This is an optimization exercise on Yosys and OpenROAD, whose aim is small area, a short achievable clock period and few clock cycles, not a production implementation. No functional check of the RTL was part of any run shown here. Power and IR drop assume default switching activity.

$ cat design/flow/config.mk
export PLATFORM = sky130hd
export DESIGN_NAME = cmac_ctrl
export DESIGN_NICKNAME = cmac_ctrl
export VERILOG_FILES = /design/flow/design.v
export SDC_FILE = /design/flow/constraint.sdc
export NUM_CORES = 4
export LEC_CHECK = 0
export CAP_MARGIN = 20
export CORE_MARGIN = 2
export CORE_UTILIZATION = 40
export SLEW_MARGIN = 20
$ cat design/flow/constraint.sdc
create_clock -name core_clock -period 4.5 [get_ports {CLK}]
set_input_delay 0.9000 -clock core_clock [delete_from_list [all_inputs] [get_ports {CLK}]]
set_output_delay 0.9000 -clock core_clock [all_outputs]
set_load 0.01 [all_outputs]
$ cat design/flow/design.v
package cmac_pkg;
  typedef enum logic [3:0] {
    StIdle,      
    StFirst,     
    StWait,      
    StOp,        
    StOpP,       
    StOpPL,      
    StLdL,       
    StLOp,       
    StFOp        
  } state_e;
  localparam logic [127:0] RB = 128'h87;
  function automatic logic [127:0] dbl(input logic [127:0] v);
    dbl = {v[126:0], 1'b0} ^ (v[127] ? RB : 128'h0);
  endfunction
endpackage
module cmac_subkey_gen (
  input  logic [127:0] l,
  output logic [127:0] k1,
  output logic [127:0] k2
);
  always_comb begin
    k1 = cmac_pkg::dbl(l);
    k2 = cmac_pkg::dbl(k1);
  end
endmodule
module cmac_ctrl #(
  parameter int unsigned TIMEOUT_CYCLES = 64
) (
  input  logic         CLK,
  input  logic         Rst_n,
  input  logic         start,
  input  logic [127:0] key,
  input  logic         msg_valid,
  output logic         msg_ready,
  input  logic [127:0] msg_data,
  input  logic         msg_last,
  input  logic [4:0]   msg_bytes,
  output logic [127:0] mac,
  output logic         mac_valid,
  output logic         busy,
  output logic         error,
  output logic         aes_ld,
  output logic [127:0] aes_key,
  output logic [127:0] aes_text_in,
  input  logic [127:0] aes_text_out,
  input  logic         aes_done
);
  localparam int unsigned CNT_W = $clog2(TIMEOUT_CYCLES);
  localparam logic [CNT_W-1:0] CNT_LAST = CNT_W'(TIMEOUT_CYCLES - 2);
  cmac_pkg::state_e state_r, state_d;
  logic [127:0] key_r;
  logic [127:0] acc_r, acc_d;
  logic         full_r;
  logic [CNT_W-1:0] cnt_r;
  logic         err_r;
  logic         s_idle, s_first, s_wait, s_op, s_opp, s_oppl, s_ldl, s_lop, s_fop;
  logic         waiting, timeout, take, start_ok, full, padded;
  logic [127:0] k1, k2;
  logic [15:0]  keep_b, pad_b;
  logic [127:0] msk_m, pad_m;
  logic         sel_a, sel_m, sel_t, sel_k1, sel_k2;
  logic         acc_a, acc_t;
  assign aes_key = key_r;
  assign mac     = aes_text_out;
  assign error   = err_r;
  cmac_subkey_gen u_subkey (
    .l  (aes_text_out),
    .k1 (k1),
    .k2 (k2)
  );
  always_comb begin
    s_idle  = state_r == cmac_pkg::StIdle;
    s_first = state_r == cmac_pkg::StFirst;
    s_wait  = state_r == cmac_pkg::StWait;
    s_op    = state_r == cmac_pkg::StOp;
    s_opp   = state_r == cmac_pkg::StOpP;
    s_oppl  = state_r == cmac_pkg::StOpPL;
    s_ldl   = state_r == cmac_pkg::StLdL;
    s_lop   = state_r == cmac_pkg::StLOp;
    s_fop   = state_r == cmac_pkg::StFOp;
  end
  always_comb begin
    full   = msg_bytes[4];
    padded = msg_last && !full;
    for (int i = 0; i < 16; i++) begin
      keep_b[i] = !padded || (4'(i) < msg_bytes[3:0]);
      pad_b[i]  = padded && (4'(i) == msg_bytes[3:0]);
      msk_m[127-8*i -: 8] = {8{keep_b[i]}};
      pad_m[127-8*i -: 8] = {pad_b[i], 7'b0};
    end
  end
  always_comb begin
    waiting   = s_op || s_opp || s_oppl || s_lop || s_fop;
    timeout   = waiting && !aes_done && (cnt_r == CNT_LAST);
    msg_ready = s_first || s_wait || (s_op && !aes_done);
    take      = msg_valid && msg_ready;
    mac_valid = s_fop && aes_done;
    busy      = !s_idle && !mac_valid;
    start_ok  = start && !busy;
    aes_ld = ((s_first || s_wait) && msg_valid && !msg_last) || s_ldl ||
             ((s_opp || s_oppl || s_lop) && aes_done);
    sel_a  = s_wait || s_opp || s_lop;
    sel_m  = s_first || s_wait;
    sel_t  = s_opp;
    sel_k1 = s_lop && full_r;
    sel_k2 = s_lop && !full_r;
    aes_text_in = (acc_r & {128{sel_a}}) ^
                  ((msg_data & {128{sel_m}}) | (aes_text_out & {128{sel_t}}) |
                   (k1 & {128{sel_k1}}) | (k2 & {128{sel_k2}}));
    acc_a = !(s_idle || s_first || s_op);
    acc_t = aes_done && (s_op || s_oppl);
    acc_d = (acc_r & {128{acc_a}}) ^
            ((((msg_data & msk_m) | pad_m) & {128{take}}) |
             (aes_text_out & {128{acc_t}}));
    state_d = state_r;
    case (state_r)
      cmac_pkg::StIdle: ;
      cmac_pkg::StFirst, cmac_pkg::StWait:
        if (take) state_d = msg_last ? cmac_pkg::StLdL : cmac_pkg::StOp;
      cmac_pkg::StOp:
        if (aes_done)  state_d = cmac_pkg::StWait;
        else if (take) state_d = msg_last ? cmac_pkg::StOpPL : cmac_pkg::StOpP;
      cmac_pkg::StOpP:  if (aes_done) state_d = cmac_pkg::StOp;
      cmac_pkg::StOpPL: if (aes_done) state_d = cmac_pkg::StLOp;
      cmac_pkg::StLdL:  state_d = cmac_pkg::StLOp;
      cmac_pkg::StLOp:  if (aes_done) state_d = cmac_pkg::StFOp;
      cmac_pkg::StFOp:  if (aes_done) state_d = cmac_pkg::StIdle;
      default: state_d = cmac_pkg::StIdle;
    endcase
    if (timeout)  state_d = cmac_pkg::StIdle;
    if (start_ok) state_d = cmac_pkg::StFirst;
  end
  always_ff @(posedge CLK) begin
    acc_r <= acc_d;
    if (start_ok) key_r <= key;
    if (take && msg_last) full_r <= full;
    cnt_r <= aes_ld ? '0 : cnt_r + CNT_W'(1);
  end
  always_ff @(posedge CLK) begin
    if (!Rst_n) begin
      state_r <= cmac_pkg::StIdle;
      err_r   <= 1'b0;
    end else begin
      state_r <= state_d;
      err_r   <= timeout;
    end
  end
endmodule
$ cat design/flow/flow/run.sh
#!/bin/bash
# Standard ORFS layout, but with the smallest buffer on each port instead of
# the delay cell buffer_ports picks by default.
set -euo pipefail
export BUFFER_PORTS_ARGS="-buffer_cell sky130_fd_sc_hd__buf_1"
bash standard.sh > standard.log 2>&1
$ cat design/flow/standard.sh
#!/bin/bash
# synth_recipe.tcl (not shown) runs the flow's synth.tcl, then flattens the netlist and writes it again
# the make line also repeats each setting of config.mk as NAME=value (left out here)
make -C /OpenROAD-flow-scripts/flow DESIGN_CONFIG=/design/flow/config.mk WORK_HOME=/design/flow/orfs CLKGATE_MAP_FILE= SYNTH_SCRIPT=/design/flow/synth_recipe.tcl "${@:-finish}"
==> results.sh, run 1 <==
export IMPL_synth_top_area_frac=0.245
export IMPL_die_w_um=203
export IMPL_synth_ff_latch_count=268
export IMPL_rows=72
export IMPL_yosysUniqueCellTypes=54
export IMPL_synth_edf_count=129
export IMPL_status="did not finish"
export IMPL_initial_utilization=0.408
export IMPL_die_h_um=203
export IMPL_syn_mean_instance_area_um2=9.28
export IMPL_synthesis_nets=2102
export IMPL_haltStage="3_2_place_iop"
export IMPL_synth_area_um2=15800
export IMPL_synthCells=1705
export IMPL_async_flop_share=0
export IMPL_error="[ERROR PPL-0024] Number of IO pins (784) exceeds maximum number of available positions (728). Increase the die perimeter from 811.64um to 1066.24um."
export IMPL_yosys_most_used_dff="dfxtp_1"
export IMPL_synthTopCellsByArea="edfxtp_1 24%, dfxtp_1 18%, a22oi_1 14%, xnor2_1 11%, nand2_1 9.5%"
export IMPL_ys_seq_area_frac=0.421
export IMPL_yosysWarningCount=2
export IMPL_synth_top_area_cell="edfxtp_1"
-- kinds of logic after synthesis --
group	count (synthesis)	share of synthesized area
AOI/OAI and AO/OA	427	0.205
xor gates and xnor gates	268	0.148
adders and majority gates	2	0.00158
buffers and inverters	257	0.0991
DFF	268	0.421
muxes	5	0.00324
and+or+nand+nor	478	0.122
-- Yosys cell counts, drive strengths merged, types with 13 or more instances --
master  count
a21oi      20
a22o       67
a22oi     296
buf       189
clkbuf     58
dfxtp     139
edfxtp    129
nand2     401
nor2       31
o21ai      13
xnor2     202
xor2       66
==> run 2: changes to the inputs <==
==> design/flow/flow/run.sh (replaced) <==
#!/bin/bash
# Standard ORFS layout, with two changes to what it is given:
#  - the smallest buffer on each port instead of the delay cell that
#    buffer_ports picks by default;
#  - I/O pins may sit on adjacent routing tracks, so a small die still has
#    room for all 784 pins.
set -euo pipefail
export BUFFER_PORTS_ARGS="-buffer_cell sky130_fd_sc_hd__buf_1"
export PLACE_PINS_ARGS="-min_distance 1 -min_distance_in_tracks"
bash standard.sh > standard.log 2>&1
==> run 2 against run 1 <==
Now clean on timing, DRC and antenna. Synthesized area did not move. Synthesized cell count unchanged.
==> results.sh, run 2 <==
export IMPL_grt_pass1_wl_um=85300
export IMPL_grt_pass1_vias=14500
export IMPL_period_needed_ns=4.23
export IMPL_min_to="cnt_r[0]"
export IMPL_seqCellArea_um2=6660
export IMPL_firstDrtPassIters=5
export IMPL_cts_hold_buf=0
export IMPL_min_path_type="flip-flop to flip-flop"
export IMPL_worstPathMaxFanout=51
export IMPL_synth_top_area_frac=0.245
export IMPL_seqPwrFrac=0.409
export IMPL_status="complete, no violations"
export IMPL_post_route_period_util=0.939
export IMPL_clk_latency_ns=0.57
export IMPL_worstPathRequired_ns=3.60
export IMPL_start_kind="flip-flop"
export IMPL_combPwrFrac=0.257
export IMPL_numPortBuffers=783
export IMPL_timing_rr_start="state_r[3]"
export IMPL_crit_family="simple AND/OR/NAND/NOR gates"
export IMPL_cp_buffers_inverters=2
export IMPL_drt_iter0_drc=1310
export IMPL_async_flop_share=0
export IMPL_cts_clk_slew_worst_paths_ns=0.06
export IMPL_final_common_cell="buf_1"
export IMPL_top_layer="met5"
export IMPL_switchingPower_mw=2.35
export IMPL_die_w_um=203
export IMPL_reg2reg_depth=4
export IMPL_relSlewSlack=0.362
export IMPL_cts_resized=0
export IMPL_yosysWarningCount=2
export IMPL_syn_mean_instance_area_um2=9.28
export IMPL_synthesis_nets=2102
export IMPL_multi_input_area_um2=7650
export IMPL_synthCells=1705
export IMPL_initial_utilization=0.408
export IMPL_hpwl_um=41800
export IMPL_yosys_top_cells_count="401 x nand2_1, 296 x a22oi_1, 202 x xnor2_1, 139 x dfxtp_1, 129 x edfxtp_1"
export IMPL_clkPwrFrac=0.334
export IMPL_slowest_delay_ns=0.70
export IMPL_synthTopCellsByArea="edfxtp_1 24%, dfxtp_1 18%, a22oi_1 14%, xnor2_1 11%, nand2_1 9.5%"
export IMPL_coreArea_um2=38800
export IMPL_postCtsSetupBuffers=0
export IMPL_skew_ns=0.0104
export IMPL_synth_top_area_cell="edfxtp_1"
export IMPL_cts_num_sinks=268
export IMPL_crit_path_cell_trace="and4b_1 > and2_4 > buf_4 > a22oi_1 > nand2_1 > xnor2_1 > buf_1"
export IMPL_postRouteAntennaNets=0
export IMPL_areaGrowthSynthToFinish_pct=21.8
export IMPL_ys_seq_area_frac=0.421
export IMPL_wl_met2_um=26400
export IMPL_leakage_nw=6.33
export IMPL_gp_congestion=0.969
export IMPL_antenna_found_initial=6
export IMPL_path_class="flip-flop to output pin"
export IMPL_die_h_um=203
export IMPL_synth_most_common_cell="nand2_1"
export IMPL_report_final_setup_viol=0
export IMPL_drive_gt1_frac=0.0426
export IMPL_cts_max_level=1
export IMPL_dp_cells=2787
export IMPL_final_cell_mix="783 x buf_1, 401 x nand2_1, 296 x a22oi_1, 202 x xnor2_1, 139 x dfxtp_1"
export IMPL_synth_edf_count=129
export IMPL_rsz0062_at_grt="false"
export IMPL_reg_top3="acc_r x128, key_r x128, cnt_r x6"
export IMPL_hold_viol=0
export IMPL_p_per_area_nw_per_um2=375
export IMPL_grt_usage=0.261
export IMPL_fin_cells=2847
export IMPL_arrival_ns=3.33
export IMPL_cts_max_path_buffers=3
export IMPL_viasPerCell=5.45
export IMPL_synth_ff_latch_count=268
export IMPL_max_vdd_ir_drop_v=0.000302
export IMPL_p_sw_frac=0.326
export IMPL_hold_path_depth=1
export IMPL_boundaryPins=784
export IMPL_numCtsBuffers=30
export IMPL_grt_max_degree=129
export IMPL_fmax_mhz=237
export IMPL_wl_per_cell_um=20.3
export IMPL_synth_area_um2=15800
export IMPL_yosys_most_used_dff="dfxtp_1"
export IMPL_fill_cells=3759
export IMPL_dr_wl_met3_um=7040
export IMPL_fin_nets=2698
export IMPL_vias=15500
export IMPL_overflow=0
export IMPL_cts_tree="done"
export IMPL_r2r_end="key_r[43]"
export IMPL_root_buffer="clkbuf_16"
export IMPL_maxCapViolCount=0
export IMPL_tightestPinTransition_ns=0.958
export IMPL_reg2reg_slack_ns=1.65
export IMPL_slew_viol_final=0
export IMPL_worst_path_max_delay_cell="dfxtp_1"
export IMPL_finalSetupTns_ns=0
export IMPL_yosysUniqueCellTypes=54
export IMPL_crit_path_end_kind="output pin"
export IMPL_drt_total_wl_um=57700
export IMPL_rows=72
export IMPL_die_area_um2=41200
export IMPL_internal_power_mw=4.87
export IMPL_min_from="cnt_r[0]"
export IMPL_drc_errors=0
export IMPL_wl_met1_um=22700
[run 2: cell families after synthesis]
kind of cell	after synthesis	synth area share
buf+inv	257	0.0991
fa+ha+maj	2	0.00158
compound gates	427	0.205
simple gates	478	0.122
xor+xnor	268	0.148
flops	268	0.421
mux	5	0.00324
[run 2: worst max-delay path by stage]
stage                     cells after the start        from  slack (ns)                to
after floorplan                               4    aes_done        0.95          key_r[0]
after global placement                        6    aes_done        0.88         key_r[43]
after detailed placement                      6    aes_done        0.86         key_r[33]
after CTS                                     7  state_r[1]        0.29  aes_text_in[107]
after global routing                          7  state_r[1]        0.06  aes_text_in[124]
final                                         7  state_r[1]        0.27  aes_text_in[107]
[run 2: worst register-to-register path, cell delays in order, from the launching register on]
cell and delay [ns]:
dfxtp_1 0.51, a2111oi_0 0.69, nand2_1 0.33, clkinvlp_4 0.64, buf_4 0.38
[run 2: stage by stage]
step	hold WS, ns	util	instance area [um^2]	setup WS [ns]	power (mW)
after floorplan	0.430	-	15800	0.951	4.14
after global placement	0.443	0.471	18300	0.883	4.82
after detailed placement	0.454	0.471	18300	0.860	4.84
after CTS	0.468	0.496	19300	0.290	7.27
after global routing	0.478	0.496	19300	0.0640	7.54
final	0.465	0.496	19300	0.273	7.22
[run 2: area by class of cell]
cell class                 count  share of cell area
tap                          518              0.0336
antenna                        4            0.000519
timing repair buffer         811               0.171
sequential                   268               0.345
multi-input combinational   1180               0.397
inverter                      10             0.00214
clock inverter                15             0.00591
clock buffer                  41              0.0449
[run 2: layer usage]
metal / vias to the layer above / track usage
met5: - / 0
met4: 6 / 0.0813
met3: 115 / 0.0825
met2: 949 / 0.425
met1: 7326 / 0.331
li1: 7124 / -
[run 2: power by group through the flow]
| stage | logic, mW | clock network [mW] | registers (mW) |
|---|---|---|---|
| final | 1.85 | 2.41 | 2.95 |
| after global placement | 1.82 | 0 | 3.00 |
| after floorplan | 1.09 | 0 | 3.05 |
| after detailed placement | 1.84 | 0 | 3.00 |
| after CTS | 1.84 | 2.47 | 2.95 |
| after global routing | 2.00 | 2.56 | 2.98 |

==> what the ideal ports hide <==
Ports are ideal in the flow. The routed layout listed here was re-timed in OpenROAD. Step 1 assumes that a clkbuf_16 drives the clock port and a buf_2 every other input. Step 2 moves the port delays by t, midway between the first and last clock arrival at a register: inputs arrive t later, outputs are due t later. That takes back most of the time a late clock gives input paths. Three values: ideal ports, drivers, drivers and shift; two values: the first two.
run: run 2
t (ns): 0.617
setup WS [ns]: 0.273 / 0.217 / 0.834
hold WS [ns]: 0.465 / 0.465 / 0.465
latest minus earliest clock arrival (ns): 0.012 / 0.012
worst register clock-pin slew, ns: 0.07 / 0.07
After both steps run 2 still meets setup and hold. The setup slack of run 2 moves by -0.056 ns with the drivers and by +0.561 ns with both steps.
